Context: an optimization exercise on an open-source flow, tuned for small area and a short achievable clock period. The choices shown serve that exercise and are no tape-out recipe.
Power figures rest on the tool's default switching activity, not on a simulated workload.

==> flow/design.v <==
`timescale 1ns/1ns
`default_nettype none
package cray_pkg;
   localparam logic [6:0]  VL_RESET    = 7'd64;
   localparam logic [17:0] LIMIT_RESET = 18'h3FFFF;
endpackage
`default_nettype wire
`timescale 1ns/1ns
`default_nettype none
module addr_unit
(
   input  wire  [23:0]  i_x,
   input  wire  [23:0]  i_y,
   input  wire          i_cin,
   input  wire          i_flip,
   output logic [23:0]  o_sum,
   output logic [23:0]  o_sum_x
);
   logic [23:0] g, p, c;
   logic [23:0] gl [6];
   logic [23:0] pl [6];
   assign g = i_x & i_y;
   assign p = i_x ^ i_y;
   always_comb
   begin
      gl[0] = g;
      pl[0] = p;
      gl[0][0] = g[0] | (p[0] & i_cin);
      for (int l = 0; l < 5; l++)
         for (int b = 0; b < 24; b++)
            if (b >= (1 << l))
            begin
               gl[l+1][b] = gl[l][b] | (pl[l][b] & gl[l][b - (1 << l)]);
               pl[l+1][b] = pl[l][b] & pl[l][b - (1 << l)];
            end
            else
            begin
               gl[l+1][b] = gl[l][b];
               pl[l+1][b] = pl[l][b];
            end
   end
   assign c       = {gl[5][22:0], i_cin};
   assign o_sum   = p ^ c;
   assign o_sum_x = (p ^ {24{i_flip}}) ^ c;
endmodule
`default_nettype wire
`timescale 1ns/1ns
`default_nettype none
module cray_core_top
(
   input  wire          clk,
   input  wire          rst,
   input  wire  [15:0]  i_nip_nxt,
   input  wire  [63:0]  i_word_nxt,
   input  wire          i_nip_vld,
   output logic [23:0]  o_p_addr,
   output logic         o_clear_ibufs,
   output logic         o_mem_ce,
   output logic [63:0]  o_data_to_mem,
   output logic         o_mem_wr_en
);
   logic s_exec, s_clr, s_fetch, s_wait, s_store, s_load, s_done;
   logic clr_q;
   logic [3:0]  cnt;
   logic [3:0]  cnt_nxt;
   logic        last;
   logic        ctx_rst;
   logic        ctx_rst_nxt;
   logic [7:0]  active_xa;
   logic [7:0]  xa;
   logic [6:0]  vl;
   logic [17:0] base_addr;
   logic [17:0] limit_addr;
   logic [23:0] p_addr;
   logic [23:0] a_rf [8];
   logic [15:0] nip;
   logic        nip_vld;
   logic [2:0]  cls;
   logic [2:0]  ci, cj, ck;
   logic [23:0] op_a, op_b;
   localparam logic [2:0] C_NOP   = 3'b000;
   localparam logic [2:0] C_EXCH  = 3'b001;
   localparam logic [2:0] C_SETVL = 3'b010;
   localparam logic [2:0] C_IMM22 = 3'b100;
   localparam logic [2:0] C_IMM6  = 3'b101;
   localparam logic [2:0] C_ADD   = 3'b110;
   localparam logic [2:0] C_SUB   = 3'b111;
   logic [2:0]  nip_cls;
   logic        exch_req, shift, two_parcel_nip;
   logic        wr_en, set_vl;
   logic [23:0] result, wdata;
   logic        load_a;
   assign last    = &cnt;
   assign cnt_nxt = (s_store || s_load) ? cnt + 4'd1 : 4'd0;
   always_comb
   begin
      case (nip[15:9])
         7'o000, 7'o004: nip_cls = C_EXCH;
         7'o002:         nip_cls = C_SETVL;
         7'o020:         nip_cls = C_IMM22;
         7'o022:         nip_cls = C_IMM6;
         7'o030:         nip_cls = C_ADD;
         7'o031:         nip_cls = C_SUB;
         default:        nip_cls = C_NOP;
      endcase
   end
   assign exch_req       = (cls == C_EXCH);
   assign shift          = s_exec && i_nip_vld && !exch_req;
   assign two_parcel_nip = nip_vld && (nip[15:9] == 7'o020);
   always_ff @(posedge clk)
   begin
      if (rst)
      begin
         s_exec  <= 1'b0;
         s_clr   <= 1'b1;
         s_fetch <= 1'b0;
         s_wait  <= 1'b0;
         s_store <= 1'b0;
         s_load  <= 1'b0;
         s_done  <= 1'b0;
         clr_q   <= 1'b1;
         cnt     <= 4'd0;
      end
      else
      begin
         s_exec  <= (s_exec && !exch_req) || s_done;
         s_clr   <= s_exec && exch_req;
         s_fetch <= s_clr || (s_fetch && !i_nip_vld);
         s_wait  <= s_fetch && i_nip_vld;
         s_store <= s_wait || (s_store && !last);
         s_load  <= (s_store && last) || (s_load && !last);
         s_done  <= s_load && last;
         clr_q   <= (s_exec && exch_req) || (s_load && last);
         cnt     <= cnt_nxt;
      end
   end
   assign ctx_rst_nxt = rst || (ctx_rst && !s_done);
   always_ff @(posedge clk)
      ctx_rst <= ctx_rst_nxt;
   always_ff @(posedge clk)
   begin
      if (rst)
         active_xa <= 8'd0;
      else if (s_exec)
         active_xa <= xa;
   end
   always_ff @(posedge clk)
   begin
      if (s_clr || s_done)
      begin
         nip_vld <= 1'b0;
         cls     <= C_NOP;
      end
      else if (shift)
      begin
         nip_vld <= !two_parcel_nip;
         cls     <= nip_vld ? nip_cls : C_NOP;
      end
   end
   always_ff @(posedge clk)
   begin
      if (shift)
      begin
         nip <= i_nip_nxt;
         ci  <= nip[8:6];
         cj  <= nip[5:3];
         ck  <= nip[2:0];
      end
   end
   logic [2:0]  rj;
   logic [23:0] rd_j, rd_k;
   logic        fwd_j, fwd_k, zero_j, zero_k;
   assign rj     = s_exec ? nip[5:3] : cnt_nxt[2:0];
   assign rd_j   = a_rf[rj];
   assign rd_k   = a_rf[nip[2:0]];
   assign zero_j = s_exec && (nip[5:3] == 3'd0);    
   assign zero_k = (nip[2:0] == 3'd0);
   assign fwd_j  = s_exec && cls[2] && (ci == nip[5:3]) && !zero_j;
   assign fwd_k  = cls[2] && (ci == nip[2:0]) && !zero_k;
   always_ff @(posedge clk)
   begin
      if (shift || s_wait || s_store)
         op_a <= fwd_j ? result : zero_j ? 24'd0 : rd_j;
      if (shift)
         op_b <= fwd_k ? result_x : (zero_k ? 24'd0 : rd_k) ^ {24{nsub}};
   end
   logic [23:0] sum, sum_x, result_x;
   logic        sub, nsub;
   assign sub  = cls[0];
   assign nsub = (nip_cls == C_SUB);
   addr_unit u_add (.i_x(op_a), .i_y(op_b), .i_cin(sub), .i_flip(nsub),
                    .o_sum(sum), .o_sum_x(sum_x));
   assign wr_en  = shift && cls[2];
   assign set_vl = shift && (cls == C_SETVL);
   assign result = cls[1] ? sum : cls[0] ? {18'd0, cj, ck} : {2'd0, cj, ck, nip};
   assign result_x = cls[1] ? sum_x : (cls[0] ? {18'd0, cj, ck} : {2'd0, cj, ck, nip}) ^ {24{nsub}};
   assign load_a = s_load && !cnt[3];
   assign wdata  = s_load ? i_word_nxt[23:0] : result;
   always_ff @(posedge clk)
   begin
      for (int n = 0; n < 8; n++)
         if ((load_a && cnt[2:0] == 3'(n)) || (wr_en && ci == 3'(n)))
            a_rf[n] <= wdata;
   end
   logic [23:0] p_inc;
   always_comb
      for (int b = 0; b < 24; b++)
         p_inc[b] = p_addr[b] ^ (&(p_addr | ~((24'd1 << b) - 24'd1)));
   always_ff @(posedge clk)
   begin
      if (shift)
         p_addr <= p_inc;
      else if (s_load && cnt == 4'd0)
         p_addr <= i_word_nxt[47:24];
   end
   always_ff @(posedge clk)
   begin
      if (s_load && cnt == 4'd1) base_addr  <= i_word_nxt[45:28];
      if (s_load && cnt == 4'd2) limit_addr <= i_word_nxt[45:28];
      if (s_load && cnt == 4'd3) xa         <= i_word_nxt[47:40];
      if (s_load && cnt == 4'd3)
         vl <= i_word_nxt[39:33];
      else if (set_vl)
         vl <= (ck == 3'd0) ? 7'd1 : op_b[6:0];    
   end
   logic sel_a, sel_p, sel_b, sel_l, sel_l1, sel_x, sel_v, sel_v1;
   always_ff @(posedge clk)
   begin
      sel_a  <= !cnt_nxt[3] && !ctx_rst_nxt;
      sel_p  <= (cnt_nxt == 4'd0) && !ctx_rst_nxt;
      sel_b  <= (cnt_nxt == 4'd1) && !ctx_rst_nxt;
      sel_l  <= (cnt_nxt == 4'd2) && !ctx_rst_nxt;
      sel_l1 <= (cnt_nxt == 4'd2) &&  ctx_rst_nxt;
      sel_x  <= (cnt_nxt == 4'd3);
      sel_v  <= (cnt_nxt == 4'd3) && !ctx_rst_nxt;
      sel_v1 <= (cnt_nxt == 4'd3) &&  ctx_rst_nxt;
   end
   logic [23:0] st_hi;
   assign st_hi = ({24{sel_p}} & p_addr)
                | ({24{sel_b}} & {2'd0, base_addr, 4'd0})
                | ({24{sel_l}} & {2'd0, limit_addr, 4'd0})
                | ({24{sel_l1}} & {2'd0, cray_pkg::LIMIT_RESET, 4'd0})
                | ({24{sel_x}} & {active_xa, 16'd0})
                | ({24{sel_v}} & {8'd0, vl, 9'd0})
                | ({24{sel_v1}} & {8'd0, cray_pkg::VL_RESET, 9'd0});
   assign o_p_addr      = s_exec ? p_addr : {10'd0, active_xa, cnt, 2'b00};
   assign o_clear_ibufs = clr_q;
   assign o_mem_ce      = s_store;
   assign o_mem_wr_en   = s_store;
   assign o_data_to_mem = {16'd0, st_hi, op_a & {24{sel_a}}};
endmodule
`default_nettype wire
Settings: LEC_CHECK=0, CAP_MARGIN=20, CORE_MARGIN=2, CORE_UTILIZATION=55, SETUP_SLACK_MARGIN=3.0, SLEW_MARGIN=20; clock period 6.0 ns.
standard.sh (not shown) runs the stock make flow with config.mk's settings and CLKGATE_MAP_FILE= SYNTH_SCRIPT=/design/flow/synth_recipe.tcl, a recipe that flattens the netlist after the stock synthesis.
==> flow/flow/run.sh <==
#!/bin/bash
# Standard ORFS layout (the standard.sh, standard synthesis unchanged),
# except that buffer_ports puts plain buf_2 buffers on the I/O ports instead
# of the delay buffers it picks by default.
# Full make output goes to make.log; ORFS keeps each step's log in orfs/logs.
set -euo pipefail
export BUFFER_PORTS_ARGS="-buffer_cell sky130_fd_sc_hd__buf_2"
bash standard.sh > make.log 2>&1
Next try:
--- a/flow/design.v
+++ b/flow/design.v
@@ -12,11 +12,9 @@
    input  wire  [23:0]  i_x,
    input  wire  [23:0]  i_y,
    input  wire          i_cin,
-   input  wire          i_flip,
-   output logic [23:0]  o_sum,
-   output logic [23:0]  o_sum_x
+   output logic [23:0]  o_sum
 );
-   logic [23:0] g, p, c;
+   logic [23:0] g, p;
    logic [23:0] gl [6];
    logic [23:0] pl [6];
    assign g = i_x & i_y;
@@ -39,9 +37,7 @@
                pl[l+1][b] = pl[l][b];
             end
    end
-   assign c       = {gl[5][22:0], i_cin};
-   assign o_sum   = p ^ c;
-   assign o_sum_x = (p ^ {24{i_flip}}) ^ c;
+   assign o_sum = p ^ {gl[5][22:0], i_cin};
 endmodule
 `default_nettype wire
 `timescale 1ns/1ns
@@ -167,39 +163,55 @@
          ck  <= nip[2:0];
       end
    end
+   logic [23:0] res_q;
+   logic        wr_q;
+   logic [2:0]  wi_q;
    logic [2:0]  rj;
-   logic [23:0] rd_j, rd_k;
-   logic        fwd_j, fwd_k, zero_j, zero_k;
+   logic [23:0] rd_j, rd_k, pre_a, pre_b, imm;
+   logic        zero_j, zero_k;
+   logic        fa_j, fa_k, fi_j, fi_k, fq_j, fq_k;
+   logic        alu_op;
+   assign alu_op = cls[2] && cls[1];    
+   assign imm    = cls[0] ? {18'd0, cj, ck} : {2'd0, cj, ck, nip};
    assign rj     = s_exec ? nip[5:3] : cnt_nxt[2:0];
    assign rd_j   = a_rf[rj];
    assign rd_k   = a_rf[nip[2:0]];
    assign zero_j = s_exec && (nip[5:3] == 3'd0);    
    assign zero_k = (nip[2:0] == 3'd0);
-   assign fwd_j  = s_exec && cls[2] && (ci == nip[5:3]) && !zero_j;
-   assign fwd_k  = cls[2] && (ci == nip[2:0]) && !zero_k;
+   assign fa_j   = s_exec && cls[2] && (ci == nip[5:3]) && !zero_j &&  cls[1];
+   assign fi_j   = s_exec && cls[2] && (ci == nip[5:3]) && !zero_j && !cls[1];
+   assign fa_k   = cls[2] && (ci == nip[2:0]) && !zero_k &&  cls[1];
+   assign fi_k   = cls[2] && (ci == nip[2:0]) && !zero_k && !cls[1];
+   assign fq_j   = s_exec && wr_q && (wi_q == nip[5:3]) && !zero_j;
+   assign fq_k   = wr_q && (wi_q == nip[2:0]) && !zero_k;
+   assign pre_a  = fi_j ? imm : fq_j ? res_q : zero_j ? 24'd0 : rd_j;
+   assign pre_b  = fi_k ? imm : fq_k ? res_q : zero_k ? 24'd0 : rd_k;
+   logic [23:0] sum;
+   logic        sub;
+   assign sub = cls[0];
+   addr_unit u_add (.i_x(op_a), .i_y(op_b ^ {24{sub}}), .i_cin(sub), .o_sum(sum));
    always_ff @(posedge clk)
    begin
       if (shift || s_wait || s_store)
-         op_a <= fwd_j ? result : zero_j ? 24'd0 : rd_j;
+         op_a <= fa_j ? sum : pre_a;
       if (shift)
-         op_b <= fwd_k ? result_x : (zero_k ? 24'd0 : rd_k) ^ {24{nsub}};
-   end
-   logic [23:0] sum, sum_x, result_x;
-   logic        sub, nsub;
-   assign sub  = cls[0];
-   assign nsub = (nip_cls == C_SUB);
-   addr_unit u_add (.i_x(op_a), .i_y(op_b), .i_cin(sub), .i_flip(nsub),
-                    .o_sum(sum), .o_sum_x(sum_x));
+         op_b <= fa_k ? sum : pre_b;
+   end
    assign wr_en  = shift && cls[2];
    assign set_vl = shift && (cls == C_SETVL);
-   assign result = cls[1] ? sum : cls[0] ? {18'd0, cj, ck} : {2'd0, cj, ck, nip};
-   assign result_x = cls[1] ? sum_x : (cls[0] ? {18'd0, cj, ck} : {2'd0, cj, ck, nip}) ^ {24{nsub}};
+   assign result = alu_op ? sum : imm;
    assign load_a = s_load && !cnt[3];
-   assign wdata  = s_load ? i_word_nxt[23:0] : result;
+   assign wdata  = s_load ? i_word_nxt[23:0] : res_q;
+   always_ff @(posedge clk)
+   begin
+      res_q <= result;
+      wr_q  <= wr_en;
+      wi_q  <= ci;
+   end
    always_ff @(posedge clk)
    begin
       for (int n = 0; n < 8; n++)
-         if ((load_a && cnt[2:0] == 3'(n)) || (wr_en && ci == 3'(n)))
+         if ((load_a && cnt[2:0] == 3'(n)) || (wr_q && wi_q == 3'(n)))
             a_rf[n] <= wdata;
    end
    logic [23:0] p_inc;
Result: Final area went up by 7.8%. Non-clock buffer count grows by 10. Clock power rises by 8.2%. Register-to-register slack gains 0.23 ns. Power grows by 7.0%. Via count climbs by 7.0%.
No functional check of the RTL was part of any run of this note.

## static timing again, ports no longer ideal
Ports are ideal in the flow. The routed layouts listed here were re-timed in OpenROAD. Step 1, drivers: a clkbuf_16 drives clk and a buf_2 each remaining input, both assumed. Step 2 adds t to the input delays and takes it off the output delays; t is the mean of the earliest and latest rising clock arrival at the registers after step 1. Input paths then give back, and output paths get back, about the clock's delay inside the block. a / b / c = ideal / step 1 / step 2; a / b = the first two.
run	shift t [ns]	slack for setup (ns)	worst slew at a driven data input, ns
the first run	0.597	2.753 / 2.753 / 2.716	0.05
the second run	0.636	2.983 / 2.983 / 2.962	0.05
After both steps every run listed still meets setup and hold. For the first run, which loses most, drivers alone change the setup slack by 0.000 ns; drivers and shift together by -0.037 ns.
